What follows belongs to an exercise in optimizing a design on an open flow for a short achievable clock period and few clock cycles per item; a production flow would make more cautious choices.
Only simulation tests tie the RTL to the original design; equivalence was not proved.
No activity file was given, so power comes from the tool's default toggle rates.

## flow/run.sh

```bash
#!/bin/bash
# The standard layout (standard.sh, synthesis unchanged) with three resizer settings:
#  - repair_timing keeps a large setup margin, so it works towards a shorter period than the
#    15 ns the SDC names (the SDC itself is the standard flow's, unchanged);
#  - the resizer may change a cell's footprint when sizing;
#  - the port buffers are buf_4 rather than the delay cell buffer_ports picks by default.
# make's output goes to standard_flow.log; each ORFS step keeps its own log under orfs/logs.
set -euo pipefail
bash standard.sh SETUP_SLACK_MARGIN=10.6 MATCH_CELL_FOOTPRINT=0 \
  'BUFFER_PORTS_ARGS=-buffer_cell sky130_fd_sc_hd__buf_4' finish > standard_flow.log 2>&1
```

## standard.sh

```bash
#!/bin/bash
# synth_recipe.tcl (not shown) runs the flow's synth.tcl, then flattens the netlist and writes it again
# the make line also repeats each setting of config.mk as NAME=value (left out here)
make -C /OpenROAD-flow-scripts/flow DESIGN_CONFIG=/design/flow/config.mk WORK_HOME=/design/flow/orfs CLKGATE_MAP_FILE= SYNTH_SCRIPT=/design/flow/synth_recipe.tcl "${@:-finish}"
```

## config.mk

```make
export PLATFORM = sky130hd
export DESIGN_NAME = cpu_top
export DESIGN_NICKNAME = cpu_top
export VERILOG_FILES = /design/flow/design.v
export SDC_FILE = /design/flow/constraint.sdc
export NUM_CORES = 4
export LEC_CHECK = 0
export ABC_CLOCK_PERIOD_IN_PS = 2500
export CAP_MARGIN = 20
export CELL_PAD_IN_SITES_DETAIL_PLACEMENT = 1
export CELL_PAD_IN_SITES_GLOBAL_PLACEMENT = 2
export CORE_MARGIN = 2
export CORE_UTILIZATION = 25
export PLACE_DENSITY = 0.5
export SLEW_MARGIN = 20
```

## constraint.sdc

```tcl
create_clock -name core_clock -period 15.0 [get_ports {clk}]
set_input_delay 3.0000 -clock core_clock [delete_from_list [all_inputs] [get_ports {clk}]]
set_output_delay 3.0000 -clock core_clock [all_outputs]
set_load 0.01 [all_outputs]
```

## design.v

```verilog
package rv_isa_pkg;
    typedef logic [2:0] funct3_t;   
    typedef logic [4:0] reg_idx_t;  
    typedef enum logic [6:0] {
        opc_op     = 7'b0110011,  
        opc_op_imm = 7'b0010011,  
        opc_load   = 7'b0000011,
        opc_store  = 7'b0100011,
        opc_branch = 7'b1100011,
        opc_jal    = 7'b1101111,
        opc_jalr   = 7'b1100111,
        opc_lui    = 7'b0110111,
        opc_auipc  = 7'b0010111,
        opc_other  = 7'b0000000   
    } opcode_t;
    typedef enum logic [3:0] {
        alu_add,
        alu_sub,
        alu_sll,
        alu_slt,
        alu_sltu,
        alu_xor,
        alu_srl,
        alu_sra,
        alu_or,
        alu_and,
        alu_pass_b  
    } alu_op_t;
    typedef enum logic [1:0] {
        wb_alu,
        wb_load,
        wb_pc_plus4
    } wb_sel_t;
endpackage
package cpu_types_pkg;
    typedef logic [31:0] word_t;      
    typedef logic [3:0]  byte_mask_t;  
    typedef enum logic [2:0] {
        st_fetch_req,   
        st_fetch_wait,  
        st_decode,      
        st_execute,     
        st_mem_wait,    
        st_load_wb,     
        st_next         
    } seq_state_t;
    localparam int CYCLES_PER_INSTR = 7;
endpackage
`timescale 1ns/1ps
module cpu_top #(
    parameter cpu_types_pkg::word_t RESET_PC = '0
) (
    input  logic                      clk,
    input  logic                      rst,
    input  cpu_types_pkg::word_t      instr_out,
    input  cpu_types_pkg::word_t      data_out,
    output logic                      instr_read,
    output logic                      data_read,
    output cpu_types_pkg::word_t      instr_addr,
    output cpu_types_pkg::word_t      data_addr,
    output cpu_types_pkg::word_t      data_in,
    output cpu_types_pkg::byte_mask_t data_write
);
    localparam logic [6:0] OPC_OP     = 7'b0110011;
    localparam logic [6:0] OPC_OP_IMM = 7'b0010011;
    localparam logic [6:0] OPC_LOAD   = 7'b0000011;
    localparam logic [6:0] OPC_STORE  = 7'b0100011;
    localparam logic [6:0] OPC_BRANCH = 7'b1100011;
    localparam logic [6:0] OPC_JAL    = 7'b1101111;
    localparam logic [6:0] OPC_JALR   = 7'b1100111;
    localparam logic [6:0] OPC_LUI    = 7'b0110111;
    localparam logic [6:0] OPC_AUIPC  = 7'b0010111;
    localparam int BI = 4;
    localparam int BN = 1 << BI;
    localparam int TW = 10;
    logic [31:2] pc_f;        
    logic [31:2] i_pc;        
    logic        i_valid;     
    logic        i_hit;       
    logic        i_pt;
    logic [31:2] i_ptgt;
    logic [1:0]  i_cnt;
    logic          bt_v   [BN];
    logic [TW-1:0] bt_tag [BN];
    logic [31:2]   bt_tgt [BN];
    logic [1:0]    bt_cnt [BN];
    logic        d_valid;
    logic [31:0] d_iw;
    logic [31:2] d_pc;
    logic [31:1] d_sel1;      
    logic [31:1] d_sel2;
    logic        d_hit;       
    logic        d_pt;        
    logic [31:2] d_ptgt;
    logic        d_itake;     
    logic [1:0]  d_cnt;
    logic        ex_valid;
    logic [31:2] ex_pc;
    logic [4:0]  ex_rd;
    logic        ex_wen;      
    logic [31:0] ex_a;        
    logic [31:0] ex_b;        
    logic [31:0] ex_rs2;
    logic [31:0] ex_imm;
    logic [2:0]  ex_f3;
    logic        ex_is_load;
    logic        ex_is_store;
    logic        ex_is_branch;
    logic        ex_is_jal;
    logic        ex_is_jalr;
    logic        ex_pt;       
    logic [31:2] ex_ptgt;
    logic [31:2] ex_btgt;     
    logic        ex_tgt_ok;   
    logic        ex_hit;
    logic [1:0]  ex_cnt;
    logic        ex_sel_alu;
    logic        ex_sel_lui;
    logic        ex_sel_auipc;
    logic        ex_sel_link;
    logic        ex_op_add, ex_op_sub, ex_op_sll, ex_op_slt, ex_op_sltu;
    logic        ex_op_xor, ex_op_srl, ex_op_sra, ex_op_or, ex_op_and;
    logic [31:0] m_addr;
    logic [3:0]  m_mask;
    logic [31:0] m_wdata;
    logic        m_read;
    logic        m_ld;        
    logic [4:0]  m_rd;
    logic [2:0]  m_f3;
    logic        w_ld;
    logic [4:0]  w_rd;
    logic [2:0]  w_f3;
    logic [1:0]  w_off;
    logic [31:0] regs [1:31];
    assign instr_addr = {pc_f, 2'b00};
    assign instr_read = 1'b1;
    assign data_addr  = m_addr;
    assign data_write = m_mask;
    assign data_in    = m_wdata;
    assign data_read  = m_read;
    logic [7:0]  ld_byte;
    logic [15:0] ld_half;
    logic [31:0] ld_val;
    always_comb
    begin
        case (w_off)
            2'd0:    ld_byte = data_out[7:0];
            2'd1:    ld_byte = data_out[15:8];
            2'd2:    ld_byte = data_out[23:16];
            default: ld_byte = data_out[31:24];
        endcase
        ld_half = w_off[1] ? data_out[31:16] : data_out[15:0];
        case (w_f3)
            3'b000:  ld_val = {{24{ld_byte[7]}}, ld_byte};
            3'b001:  ld_val = {{16{ld_half[15]}}, ld_half};
            3'b100:  ld_val = {24'b0, ld_byte};
            3'b101:  ld_val = {16'b0, ld_half};
            default: ld_val = data_out;
        endcase
    end
    logic [31:0] add_res;
    logic [31:0] sub_res;
    logic        eq, lt, ltu;
    logic [31:0] alu_res;
    logic [31:0] ex_res;
    logic [31:0] agu;
    logic        taken;
    logic        ex_ctl;
    logic        act_t;
    logic [31:2] act_tgt;
    logic        ex_redirect;
    logic [31:2] ex_target;
    logic [31:2] ex_pc4;
    logic [31:0] ex_aux;
    logic [3:0]  st_mask;
    logic [31:0] st_data;
    logic        ex_wr;       
    assign add_res = ex_a + ex_b;
    assign sub_res = ex_a - ex_b;
    assign eq      = (ex_a == ex_b);
    assign lt      = ($signed(ex_a) < $signed(ex_b));
    assign ltu     = (ex_a < ex_b);
    assign alu_res = ({32{ex_op_add}}  & add_res)
                   | ({32{ex_op_sub}}  & sub_res)
                   | ({32{ex_op_sll}}  & (ex_a << ex_b[4:0]))
                   | ({32{ex_op_slt}}  & {31'b0, lt})
                   | ({32{ex_op_sltu}} & {31'b0, ltu})
                   | ({32{ex_op_xor}}  & (ex_a ^ ex_b))
                   | ({32{ex_op_srl}}  & (ex_a >> ex_b[4:0]))
                   | ({32{ex_op_sra}}  & 32'($signed(ex_a) >>> ex_b[4:0]))
                   | ({32{ex_op_or}}   & (ex_a | ex_b))
                   | ({32{ex_op_and}}  & (ex_a & ex_b));
    assign ex_aux = (ex_sel_auipc ? {ex_pc, 2'b00} : 32'b0) + ex_imm;
    assign ex_pc4 = ex_pc + 30'd1;
    assign ex_res = ({32{ex_sel_alu}} & alu_res)
                  | ({32{ex_sel_lui | ex_sel_auipc}} & ex_aux)
                  | ({32{ex_sel_link}} & {ex_pc4, 2'b00});
    assign agu     = ex_a + ex_imm;
    always_comb
    begin
        case (ex_f3)
            3'b000:  taken = eq;
            3'b001:  taken = !eq;
            3'b100:  taken = lt;
            3'b101:  taken = !lt;
            3'b110:  taken = ltu;
            3'b111:  taken = !ltu;
            default: taken = 1'b0;
        endcase
    end
    assign ex_ctl      = ex_is_jal || ex_is_jalr || ex_is_branch;
    assign act_t       = ex_is_jal || ex_is_jalr || (ex_is_branch && taken);
    assign act_tgt     = ex_is_jalr ? agu[31:2] : ex_btgt;   
    assign ex_redirect = ex_valid && ((act_t != ex_pt) ||
                                      (act_t && (ex_is_jalr ? ex_ptgt != agu[31:2] : !ex_tgt_ok)));
    assign ex_target   = act_t ? act_tgt : ex_pc4;
    assign ex_wr       = ex_valid && ex_wen;
    always_comb
    begin
        st_mask = 4'b0000;
        st_data = ex_rs2;
        case (ex_f3)
            3'b000:
            begin
                st_mask = 4'b0001 << agu[1:0];
                st_data = {4{ex_rs2[7:0]}};
            end
            3'b001:
            begin
                if (!agu[0])
                    st_mask = agu[1] ? 4'b1100 : 4'b0011;
                st_data = {2{ex_rs2[15:0]}};
            end
            3'b010:
                if (agu[1:0] == 2'b00)
                    st_mask = 4'b1111;
            default: st_mask = 4'b0000;
        endcase
    end
    logic [6:0]  opc;
    logic [4:0]  d_rd, d_rs1, d_rs2;
    logic [2:0]  d_f3;
    logic        d_op, d_opi, d_load, d_store, d_branch, d_jal, d_jalr, d_lui, d_auipc;
    logic        use1, use2;
    logic [31:0] imm_i, imm_s, imm_b, imm_u, imm_j;
    logic [31:0] d_imm;
    logic [31:0] rf1, rf2;
    logic [31:0] d_rs1v, d_rs2v;
    logic        fwd_e1, fwd_e2, fwd_w1, fwd_w2;
    logic        hazard;
    logic        stall;
    logic        d_redir_nt;
    logic        d_bres;      
    logic        d_btaken;
    logic        d_btk;       
    logic        d_bfix;
    logic        d_jres;      
    logic [31:2] d_jtgt;
    logic [31:0] d_jsum;
    logic [31:2] d_jbtgt;     
    logic        d_tgt_ok;
    logic [31:2] d_ftgt;
    logic        d_pte;
    logic [31:2] d_ptgte;
    logic        d_redirect;
    logic [31:2] d_next;
    logic        d_ptn;
    logic [31:2] d_ptgtn;
    logic        d_tgt_okn;
    logic        d_eq, d_lt, d_ltu;
    logic        d_sres;      
    logic [31:0] se_c1, se_c2;
    logic        se_eq1, se_eq2;
    logic        d_staken;
    assign opc   = d_iw[6:0];
    assign d_rd  = d_iw[11:7];
    assign d_f3  = d_iw[14:12];
    assign d_rs1 = d_iw[19:15];
    assign d_rs2 = d_iw[24:20];
    assign d_op     = (opc == OPC_OP);
    assign d_opi    = (opc == OPC_OP_IMM);
    assign d_load   = (opc == OPC_LOAD);
    assign d_store  = (opc == OPC_STORE);
    assign d_branch = (opc == OPC_BRANCH);
    assign d_jal    = (opc == OPC_JAL);
    assign d_jalr   = (opc == OPC_JALR);
    assign d_lui    = (opc == OPC_LUI);
    assign d_auipc  = (opc == OPC_AUIPC);
    assign use1 = d_op | d_opi | d_load | d_store | d_branch | d_jalr;
    assign use2 = d_op | d_store | d_branch;
    assign imm_i = {{20{d_iw[31]}}, d_iw[31:20]};
    assign imm_s = {{20{d_iw[31]}}, d_iw[31:25], d_iw[11:7]};
    assign imm_b = {{19{d_iw[31]}}, d_iw[31], d_iw[7], d_iw[30:25], d_iw[11:8], 1'b0};
    assign imm_u = {d_iw[31:12], 12'b0};
    assign imm_j = {{11{d_iw[31]}}, d_iw[31], d_iw[19:12], d_iw[20], d_iw[30:21], 1'b0};
    always_comb
    begin
        if (d_store)
            d_imm = imm_s;
        else if (d_branch)
            d_imm = imm_b;
        else if (d_jal)
            d_imm = imm_j;
        else if (d_lui || d_auipc)
            d_imm = imm_u;
        else
            d_imm = imm_i;
    end
    always_comb
    begin
        rf1 = 32'b0;
        rf2 = 32'b0;
        for (int i = 1; i < 32; i++)
        begin
            rf1 = rf1 | ({32{d_sel1[i]}} & regs[i]);
            rf2 = rf2 | ({32{d_sel2[i]}} & regs[i]);
        end
    end
    assign fwd_e1 = ex_wr && ex_rd == d_rs1;
    assign fwd_e2 = ex_wr && ex_rd == d_rs2;
    assign fwd_w1 = w_ld && w_rd == d_rs1;
    assign fwd_w2 = w_ld && w_rd == d_rs2;
    always_comb
    begin
        if (fwd_e1)
            d_rs1v = ex_res;
        else if (fwd_w1)
            d_rs1v = ld_val;
        else
            d_rs1v = rf1;
        if (fwd_e2)
            d_rs2v = ex_res;
        else if (fwd_w2)
            d_rs2v = ld_val;
        else
            d_rs2v = rf2;
    end
    assign hazard = (ex_valid && ex_is_load && ex_rd != 5'd0 &&
                     ((use1 && ex_rd == d_rs1) || (use2 && ex_rd == d_rs2)))
                 || (m_ld && ((use1 && m_rd == d_rs1) || (use2 && m_rd == d_rs2)));
    assign stall = d_valid && hazard;
    assign d_eq     = (rf1 == rf2);
    assign d_lt     = ($signed(rf1) < $signed(rf2));
    assign d_ltu    = (rf1 < rf2);
    always_comb
    begin
        case (d_f3)
            3'b000:  d_btaken = d_eq;
            3'b001:  d_btaken = !d_eq;
            3'b100:  d_btaken = d_lt;
            3'b101:  d_btaken = !d_lt;
            3'b110:  d_btaken = d_ltu;
            3'b111:  d_btaken = !d_ltu;
            default: d_btaken = 1'b0;
        endcase
    end
    assign d_btk      = d_sres ? d_staken : d_btaken;
    assign d_jbtgt    = d_pc + (d_jal ? imm_j[31:2] : imm_b[31:2]);
    assign d_ftgt     = ex_aux[31:2] + imm_i[31:2];
    assign d_pte      = d_pt || d_itake;
    assign d_ptgte    = !d_itake ? d_ptgt : (d_jalr ? d_ftgt : d_jbtgt);
    assign d_tgt_ok   = d_itake || (d_ptgt == d_jbtgt);
    assign se_c1  = (ex_a & ex_b) | ((ex_a | ex_b) & ~rf1);
    assign se_c2  = (ex_a & ex_b) | ((ex_a | ex_b) & ~rf2);
    assign se_eq1 = ((ex_a ^ ex_b ^ rf1) == {se_c1[30:0], 1'b0});
    assign se_eq2 = ((ex_a ^ ex_b ^ rf2) == {se_c2[30:0], 1'b0});
    assign d_sres = d_branch && d_f3[2:1] == 2'b00 && ex_sel_alu && ex_op_add &&
                    ((fwd_e1 && !fwd_e2 && !fwd_w2) || (fwd_e2 && !fwd_e1 && !fwd_w1));
    assign d_staken = d_f3[0] ^ (fwd_e1 ? se_eq2 : se_eq1);
    assign d_bres     = d_branch && (d_sres || (d_f3[2:1] == 2'b00 && !(fwd_e1 || fwd_w1 || fwd_e2 || fwd_w2)));
    assign d_bfix     = d_bres && ((d_btk != d_pte) || (d_btk && !d_tgt_ok));
    assign d_jres     = 1'b0;
    assign d_jsum     = rf1 + imm_i;
    assign d_jtgt     = d_jsum[31:2];
    assign d_redir_nt = d_pt && !(d_jal || d_branch || d_jalr);
    assign d_redirect = d_valid && !hazard && (d_redir_nt || d_bfix || d_jres);
    always_comb
    begin
        if (d_jres)
            d_next = d_jtgt;
        else if (d_bfix && d_btk)
            d_next = d_jbtgt;
        else
            d_next = d_pc + 30'd1;
    end
    assign d_ptn     = d_bres ? d_btk : (d_jres || (d_pte && !d_redir_nt));
    assign d_ptgtn   = d_bres ? d_jbtgt : (d_jres ? d_jtgt : d_ptgte);
    assign d_tgt_okn = d_bres || d_tgt_ok;
    logic [6:0]  i_opc;
    logic [2:0]  i_f3;
    logic        i_jal, i_br, i_jalr;
    logic        i_fuse;      
    logic [19:0] d_uhi, d_uhi_p, d_uhi_m;
    logic [11:2] d_ulo;
    logic [10:0] i_rlo;       
    logic [31:12] i_rhi;
    logic [31:2] i_rtgt;
    logic        i_same, i_known_t, i_known_nt, i_static_t;
    logic        i_take;
    logic        i_redirect;
    logic [10:0] j_lo;        
    logic [9:0]  j_mid0, j_mid1;
    logic [9:0]  j_mid;       
    logic [31:21] j_hi;
    logic [31:2] i_tj;
    logic [11:0] b_lo;        
    logic [31:13] b_hi;
    logic [31:2] i_tb;
    logic [31:13] pcb_p, pcb_m;
    logic [31:21] pcj_p, pcj_m;
    logic        sel_j, sel_b, sel_r;
    assign i_opc = instr_out[6:0];
    assign i_f3  = instr_out[14:12];
    assign i_jal  = (i_opc == OPC_JAL);
    assign i_br   = (i_opc == OPC_BRANCH);
    assign i_jalr = (i_opc == OPC_JALR);
    assign i_fuse = i_jalr && d_valid && (d_lui || d_auipc) && d_rd != 5'd0 && d_rd == instr_out[19:15];
    assign i_same     = (instr_out[19:15] == instr_out[24:20]);
    assign i_known_t  = i_same && (i_f3 == 3'b000 || i_f3 == 3'b101 || i_f3 == 3'b111);
    assign i_known_nt = (i_same && (i_f3 == 3'b001 || i_f3 == 3'b100 || i_f3 == 3'b110))
                     || i_f3 == 3'b010 || i_f3 == 3'b011;
    assign i_static_t = i_known_t || (!i_known_nt && (instr_out[31] || i_f3 == 3'b001));
    assign i_take     = i_valid && !i_pt && (i_jal || (i_br && !i_hit && i_static_t) || i_fuse);
    assign i_redirect = i_take && !stall && !d_redirect && !ex_redirect;
    assign pcj_p = i_pc[31:21] + 11'd1;
    assign pcj_m = i_pc[31:21] - 11'd1;
    assign pcb_p = i_pc[31:13] + 19'd1;
    assign pcb_m = i_pc[31:13] - 19'd1;
    assign j_lo   = {1'b0, i_pc[11:2]} + {1'b0, instr_out[20], instr_out[30:22]};
    assign j_mid0 = {1'b0, i_pc[20:12]} + {1'b0, instr_out[31], instr_out[19:12]};
    assign j_mid1 = {1'b0, i_pc[20:12]} + {1'b0, instr_out[31], instr_out[19:12]} + 10'd1;
    assign j_mid  = j_lo[10] ? j_mid1 : j_mid0;
    assign j_hi   = instr_out[31] ? (j_mid[9] ? i_pc[31:21] : pcj_m)
                                  : (j_mid[9] ? pcj_p : i_pc[31:21]);
    assign i_tj   = {j_hi, j_mid[8:0], j_lo[9:0]};
    assign b_lo   = {1'b0, i_pc[12:2]} + {1'b0, instr_out[31], instr_out[7], instr_out[30:25], instr_out[11:9]};
    assign b_hi   = instr_out[31] ? (b_lo[11] ? i_pc[31:13] : pcb_m)
                                  : (b_lo[11] ? pcb_p : i_pc[31:13]);
    assign i_tb   = {b_hi, b_lo[10:0]};
    assign d_uhi    = d_auipc ? d_pc[31:12] + d_iw[31:12] : d_iw[31:12];
    assign d_uhi_p  = d_uhi + 20'd1;
    assign d_uhi_m  = d_uhi - 20'd1;
    assign d_ulo    = d_auipc ? d_pc[11:2] : 10'd0;
    assign i_rlo    = {1'b0, d_ulo} + {1'b0, instr_out[31:22]};
    assign i_rhi    = instr_out[31] ? (i_rlo[10] ? d_uhi : d_uhi_m)
                                    : (i_rlo[10] ? d_uhi_p : d_uhi);
    assign i_rtgt   = {i_rhi, i_rlo[9:0]};
    assign sel_j = i_redirect && i_jal;
    assign sel_b = i_redirect && i_br;
    assign sel_r = i_redirect && i_jalr;
    logic [BI-1:0] f_idx;
    logic [TW-1:0] f_tag;
    logic          f_hit, f_pt;
    assign f_idx = pc_f[BI+1:2];
    assign f_tag = {pc_f[31], pc_f[BI+2 +: TW-1]};
    assign f_hit = bt_v[f_idx] && bt_tag[f_idx] == f_tag;
    assign f_pt  = f_hit && bt_cnt[f_idx][1];
    logic [31:2] pc_other;    
    always_comb
    begin
        if (ex_redirect)
            pc_other = ex_target;
        else if (d_redirect)
            pc_other = d_next;
        else if (stall && i_valid)
            pc_other = i_pc;
        else if (f_pt)
            pc_other = bt_tgt[f_idx];
        else
            pc_other = pc_f + 30'd1;
    end
    always_ff @(posedge clk)
    begin
        if (rst)
        begin
            pc_f    <= RESET_PC[31:2];
            i_pc    <= RESET_PC[31:2];
            i_valid <= 1'b0;
            i_pt    <= 1'b0;
            i_hit   <= 1'b0;
            d_valid <= 1'b0;
            d_pt    <= 1'b0;
            d_itake <= 1'b0;
            d_hit   <= 1'b0;
        end
        else
        begin
            pc_f    <= ({30{sel_j}} & i_tj) | ({30{sel_b}} & i_tb) | ({30{sel_r}} & i_rtgt)
                     | ({30{!i_redirect}} & pc_other);
            i_pc    <= pc_f;
            i_valid <= !(ex_redirect || d_redirect || i_redirect) && !(stall && i_valid);
            i_hit   <= f_hit;
            i_pt    <= f_pt;
            if (!stall)
            begin
                d_valid <= i_valid && !ex_redirect && !d_redirect;
                d_pt    <= i_pt;
                d_itake <= i_take;
                d_hit   <= i_hit;
            end
            else if (ex_redirect)
                d_valid <= 1'b0;
        end
    end
    always_ff @(posedge clk)
    begin
        i_ptgt <= bt_tgt[f_idx];
        i_cnt  <= bt_cnt[f_idx];
        if (!stall)
        begin
            d_iw   <= instr_out;
            for (int i = 1; i < 32; i++)
            begin
                d_sel1[i] <= (instr_out[19:15] == 5'(i));
                d_sel2[i] <= (instr_out[24:20] == 5'(i));
            end
            d_pc   <= i_pc;
            d_ptgt <= i_ptgt;
            d_cnt  <= i_cnt;
        end
    end
    logic          u_we;
    logic          u_set;
    logic [BI-1:0] u_idx;
    logic [TW-1:0] u_tag;
    logic [31:2]   u_tgt;
    logic [1:0]    u_cnt;
    always_ff @(posedge clk)
    begin
        if (rst)
            u_we <= 1'b0;
        else
            u_we <= ex_valid && ex_ctl && (act_t || ex_hit);
        u_set <= act_t;
        u_idx <= ex_pc[BI+1:2];
        u_tag <= {ex_pc[31], ex_pc[BI+2 +: TW-1]};
        u_tgt <= act_tgt;
        if (act_t)
        begin
            if (!ex_is_branch)
                u_cnt <= 2'b11;
            else if (!ex_hit)
                u_cnt <= 2'b10;
            else
                u_cnt <= (ex_cnt == 2'b11) ? 2'b11 : ex_cnt + 2'b01;
        end
        else
            u_cnt <= (ex_cnt == 2'b00) ? 2'b00 : ex_cnt - 2'b01;
    end
    always_ff @(posedge clk)
    begin
        for (int i = 0; i < BN; i++)
        begin
            if (rst)
                bt_v[i] <= 1'b0;
            else if (u_we && u_idx == BI'(i))
            begin
                bt_cnt[i] <= u_cnt;
                if (u_set)
                begin
                    bt_v[i]   <= 1'b1;
                    bt_tag[i] <= u_tag;
                    bt_tgt[i] <= u_tgt;
                end
            end
        end
    end
    always_ff @(posedge clk)
    begin
        if (rst)
            ex_valid <= 1'b0;
        else
            ex_valid <= d_valid && !hazard && !ex_redirect;
    end
    always_ff @(posedge clk)
    begin
        ex_pc        <= d_pc;
        ex_rd        <= d_rd;
        ex_wen       <= (d_op || d_opi || d_lui || d_auipc || d_jal || d_jalr) && d_rd != 5'd0;
        ex_a         <= d_rs1v;
        ex_b         <= (d_op || d_branch) ? d_rs2v : d_imm;
        ex_rs2       <= d_rs2v;
        ex_imm       <= d_imm;
        ex_f3        <= d_f3;
        ex_is_load   <= d_load;
        ex_is_store  <= d_store;
        ex_is_branch <= d_branch;
        ex_is_jal    <= d_jal;
        ex_is_jalr   <= d_jalr;
        ex_pt        <= d_ptn;
        ex_ptgt      <= d_ptgtn;
        ex_btgt      <= d_jbtgt;
        ex_tgt_ok    <= d_tgt_okn;
        ex_hit       <= d_hit;
        ex_cnt       <= d_cnt;
        ex_sel_alu   <= d_op || d_opi;
        ex_sel_lui   <= d_lui;
        ex_sel_auipc <= d_auipc;
        ex_sel_link  <= d_jal || d_jalr;
        ex_op_add    <= (d_opi && d_f3 == 3'b000) || (d_op && d_f3 == 3'b000 && !d_iw[30]);
        ex_op_sub    <= d_op && d_f3 == 3'b000 && d_iw[30];
        ex_op_sll    <= d_f3 == 3'b001;
        ex_op_slt    <= d_f3 == 3'b010;
        ex_op_sltu   <= d_f3 == 3'b011;
        ex_op_xor    <= d_f3 == 3'b100;
        ex_op_srl    <= d_f3 == 3'b101 && !d_iw[30];
        ex_op_sra    <= d_f3 == 3'b101 && d_iw[30];
        ex_op_or     <= d_f3 == 3'b110;
        ex_op_and    <= d_f3 == 3'b111;
    end
    always_ff @(posedge clk)
    begin
        if (rst)
        begin
            m_mask <= 4'b0000;
            m_read <= 1'b0;
            m_ld   <= 1'b0;
        end
        else
        begin
            m_mask <= (ex_valid && ex_is_store) ? st_mask : 4'b0000;
            m_read <= ex_valid && ex_is_load;
            m_ld   <= ex_valid && ex_is_load && ex_rd != 5'd0;
        end
    end
    always_ff @(posedge clk)
    begin
        m_addr  <= agu;
        m_wdata <= st_data;
        m_rd    <= ex_rd;
        m_f3    <= ex_f3;
    end
    always_ff @(posedge clk)
    begin
        if (rst)
            w_ld <= 1'b0;
        else
            w_ld <= m_ld && !(ex_wr && ex_rd == m_rd);
    end
    always_ff @(posedge clk)
    begin
        w_rd  <= m_rd;
        w_f3  <= m_f3;
        w_off <= m_addr[1:0];
    end
    always_ff @(posedge clk)
    begin
        for (int i = 1; i < 32; i++)
        begin
            if (rst)
                regs[i] <= '0;
            else if (ex_wr && ex_rd == 5'(i))
                regs[i] <= ex_res;
            else if (w_ld && w_rd == 5'(i))
                regs[i] <= ld_val;
        end
    end
endmodule
```

==> summary.txt <==
==> power by group <==
part / internal (mW) / switching [mW] / leakage (nW)
sequential: 6.63 / 0.150 / 20.2
clock: 4.64 / 3.31 / 5.15
combinational: 0.519 / 1.27 / 31.3
total: 11.8 / 4.73 / 56.7
==> sequential cells by signal, indices dropped and copies added (netlist names), 31 cells and up <==
register	flops
m_addr	32
regs	992
d_sel1	31
m_wdata	32
bt_tag	160
ex_rs2	32
d_sel2	31
bt_tgt	480
ex_imm	32
ex_b	32
bt_cnt	32
ex_a	32
d_iw	32
==> final cells by class <==
type                            count  area, um2
Antenna cell                       42      105.1
Inverter                          237       1050
Timing Repair Buffer             1266      14070
Multi-Input combinational cell  10310      74200
Fill cell                       55870     337500
Tap cell                         6681       8359
Clock buffer                      438       8996
Sequential cell                  2324      55120
Timing Repair inverter              1      7.507
Clock inverter                    119       1613
==> metrics by stage <==
step	cells	hold WS, ps	utilization [%]
finish	21420	330.2	32.64
CTS	21190	329.2	31.45
floorplan	14140	309.6	-
global placement	20250	309.7	27.58
global route	21400	334.6	32.63
detailed placement	20260	314.4	27.60
==> Yosys cell counts, types with 49 or more instances <==
cell type     n
ha_1        311
mux2i_1     204
a221oi_1    224
or3_1        54
dfxtp_1    1496
nand2b_1     56
o211ai_1    132
nand2_1     834
nand3_1     342
o21ai_0     575
inv_1       231
or4_1        73
a21oi_1    1166
edfxtp_1    828
nor2_1     2115
clkbuf_1   1138
nor2b_1      73
o21bai_1     49
a211oi_1    890
a21o_1      124
a31oi_1      69
xnor2_1     302
nor3_1      141
fa_1         71
xor2_1      196
o22ai_1     204
and3_1       81
and2_1      151
buf_1        93
o21a_1       52
mux2_2      108
nand4_1     158
a222oi_1    113
a22oi_1     811
a22o_1      192
==> repair_timing <==
item	CTS	global route
gates cloned	51	35
endpoints found under the setup margin	1674	1039
gates resized for setup	1208	785
pin swaps	210	389
buffers inserted	329	152
hold endpoints to repair	0	0
==> logic make-up (layout without fill, tap and decap cells) <==
kind of cell    after synthesis  in the layout
compound gates             4871           4871
simple gates               4229           4230
flops                      2324           2324
buf+inv                    1499           2061
xor+xnor                    499            499
fa+ha+maj                   383            383
mux                         328            328
other cells                   2             45
==> worst max path at each step <==
| stage | cells after the start | startpoint | slack [ps] | to |
|---|---|---|---|---|
| after floorplan | 17 | instr_out[12] | 8630 | pc_f[24] |
| after global placement | 24 | d_sel1[27] | 5980 | pc_f[31] |
| after detailed placement | 24 | d_sel1[27] | 6010 | pc_f[28] |
| after CTS | 25 | d_iw[1] | 8180 | pc_f[29] |
| after global routing | 25 | d_sel1[29] | 7980 | pc_f[29] |
| final | 24 | d_sel1[6] | 8130 | pc_f[29] |
==> metal layers <==
layer / GRT usage, % / vias up / share of wire (%)
li1: - / 53370 / -
met1: 48.77 / 69210 / 42
met2: 53.22 / 7614 / 42
met3: 6.925 / 2053 / 8.5
met4: 18.39 / 14 / 7.0
met5: 0.1320 / - / 0.020
==> critical path, cell delays in order, from the launching register on <==
cell,delay (ps)
edfxtp_1,380
buf_6,260
buf_8,280
a222oi_1,420
nand3_1,130
or4_4,690
fa_1,500
xnor2_1,170
nor4_2,320
nand4_1,150
or4_4,490
a2111oi_4,220
a32oi_2,140
xor2_4,440
nand2_4,130
and4_4,210
o41ai_4,50
buf_6,170
clkbuf_16,140
a21oi_4,80
buf_6,160
or3_4,420
a2bb2oi_1,170
or3_1,360
a41oi_2,200
==> metrics.md <==
| Metric | Value |
|---|---|
| TritonCTS buffer count | 307 |
| Pwr Total | 16.51 mW |
| Final setup violating endpoints | 0 |
| Synth top area share | 23.84% |
| Largest family of logic cells by synthesized area | compound AO/OA/AOI/OAI gates |
| Hold Path Stages | 0 |
| Post-DP HPWL | 633.9 mm |
| Asr flop ratio synth | 0% |
| Worst EP arrival | 7740 ps |
| Fin area | 163500 um2 |
| Number of synthesized register bits | 2324 |
| Commonest cells after routing, fill and taps aside | nor2_1 (1994), dfxtp_1 (1354), a21oi_1 (930) |
| Clock slew seen by the registers of the worst setup and hold paths | 60 ps |
| # rows | 260 |
| Status | no timing/DRC/antenna violations |
| Fin nets | 14900 |
| Clk sinks | 2324 |
| Pin count of the biggest net entering global routing | 108 |
| CTS tree | built |
| Compound-cell area share of the yosys netlist | 26.29% |
| Via density | 6.174 |
| Mean area per synthesized cell | 8.887 um2 |
| Most common flop cell mapped by yosys | dfxtp_1 |
| DR iter-0 viols | 17560 |
| Pwr per Cell Area | 101.0 nW/um2 |
| Worst Tran Pin Value | 1378 ps |
| Worst skew pair latency | 1040 ps |
| TNS Setup | 0 ps |
| XOR/XNOR Fraction of Synth Area | 3.490% |
| Tot GR Track Use | 35.68% |
| Worst EP required | 15870 ps |
| Adder-cell share of the synthesized area | 4.237% |
| Synth Instances | 14140 |
| Min-Delay Path Class | reg -> reg |
| DRT Wirelength | 963.6 mm |
| P&R area growth vs syn | 30.18% |
| Via count | 132300 |
| Share of cells above drive strength 1 | 23.93% |
| Synth Area in Simple Gates | 14.94% |
| Max_slew headroom | 7.354% |
| Synth cell types | 104 |
| Register-to-Register Path Depth | 24 |
| RSZ-0062 raised after global routing | true |
| Max-slew violation count | 0 |
| RR Startpoint | d_sel1[6] |
| DR pass1 iterations | 9 |
| Post-DP Area | 138300 um2 |
| Yosys warns | 6 |
| Largest cells by area after synthesis | dfxtp_1 (24%), edfxtp_1 (20%), nor2_1 (6.3%), a211oi_1 (5.3%), a22oi_1 (4.8%) |
| Die ar. | 508200 um2 |
| Max Cap Viol | 0 |
| Routed Antenna Nets | 0 |
| Crit path capture type | flop |
| GPL Wtd Cong | 0.9529 |
| Final min period | 6868 ps |
| Root Buffer | clkbuf_16 |
| First-pass GRT wire length | 1233 mm |
| Remaining DRCs | 0 |
| Setup WS pre-CTS | 6014 ps |
| Final hold vios | 0 |
| Worst-case clock skew | 88.13 ps |
| Sequential share of the synthesized area | 43.63% |
| Hold endpoint | w_f3[0] |
| Mapped cell area | 125600 um2 |
| Critical path class | reg -> reg |
| Vias in the first global route | 126200 |
| Hold_buf cts | 0 |
| Post-synth EDFFs | 828 |
| Crit start category | flop |
| Critical Path Fanout Max | 17 |
| Detail-routed net length per standard cell | 44.98 um |
| Core Area | 501000 um2 |
| Starting Density | 25.07% |
| Pleak | 56.72 nW |
| Fin crit share | 45.79% |
| R2r setup slk | 8130 ps |
| Setup slack after layout | 8132 ps |
| RR Endpoint | pc_f[29] |
| Die W | 712.9 um |
| Worst hold start | m_f3[0] |
| Most common cell after layout, fill and taps aside | nor2_1 |
| Initial antenna violation count | 92 |
| Longest Clk Path Bufs | 4 |
| H-Tree Depth | 5 |
| Gr ovfl total | 0 |
| Die H | 712.9 um |
| Synth area leader | dfxtp_1 |
| Port buffer count | 164 |
| Max IR drop VDD | 0.1016 mV |
| Fmax | 145.6 MHz |
| Multiplexer share of the synthesized area | 2.881% |
| I/O pin count | 168 |
Testbench counts, summed over its fixed seeds: cycles 11,590, instructions 10,229.

## re-timing with driven ports
The flow's constraints put no driver on any port. The routed layout listed below was extracted and timed again, unchanged, in two steps. Step 1 (the two cells are an assumption about what drives the block):
set clk [get_ports {clk}]
set_driving_cell -lib_cell sky130_fd_sc_hd__clkbuf_16 $clk
set_driving_cell -lib_cell sky130_fd_sc_hd__buf_2 [delete_from_list [all_inputs] $clk]
Step 2, shift: input delay + t, output delay - t, t = (earliest + latest rising clock arrival at the registers) / 2. This alone moves slack from input paths to output paths. a / b / c = ideal / step 1 / step 2; a / b = the first two.
t (ns): 1.112
setup slack, ns: 8.132 / 8.132 / 7.427
worst register clock-pin slew, ns: 0.07 / 0.07
worst data-port slew with drivers (ns): 0.11
cell pins on the clock port's net: 1
After both steps setup and hold are still met in this run. The setup slack of this run moves by 0.000 ns with the drivers and by -0.705 ns with both steps.
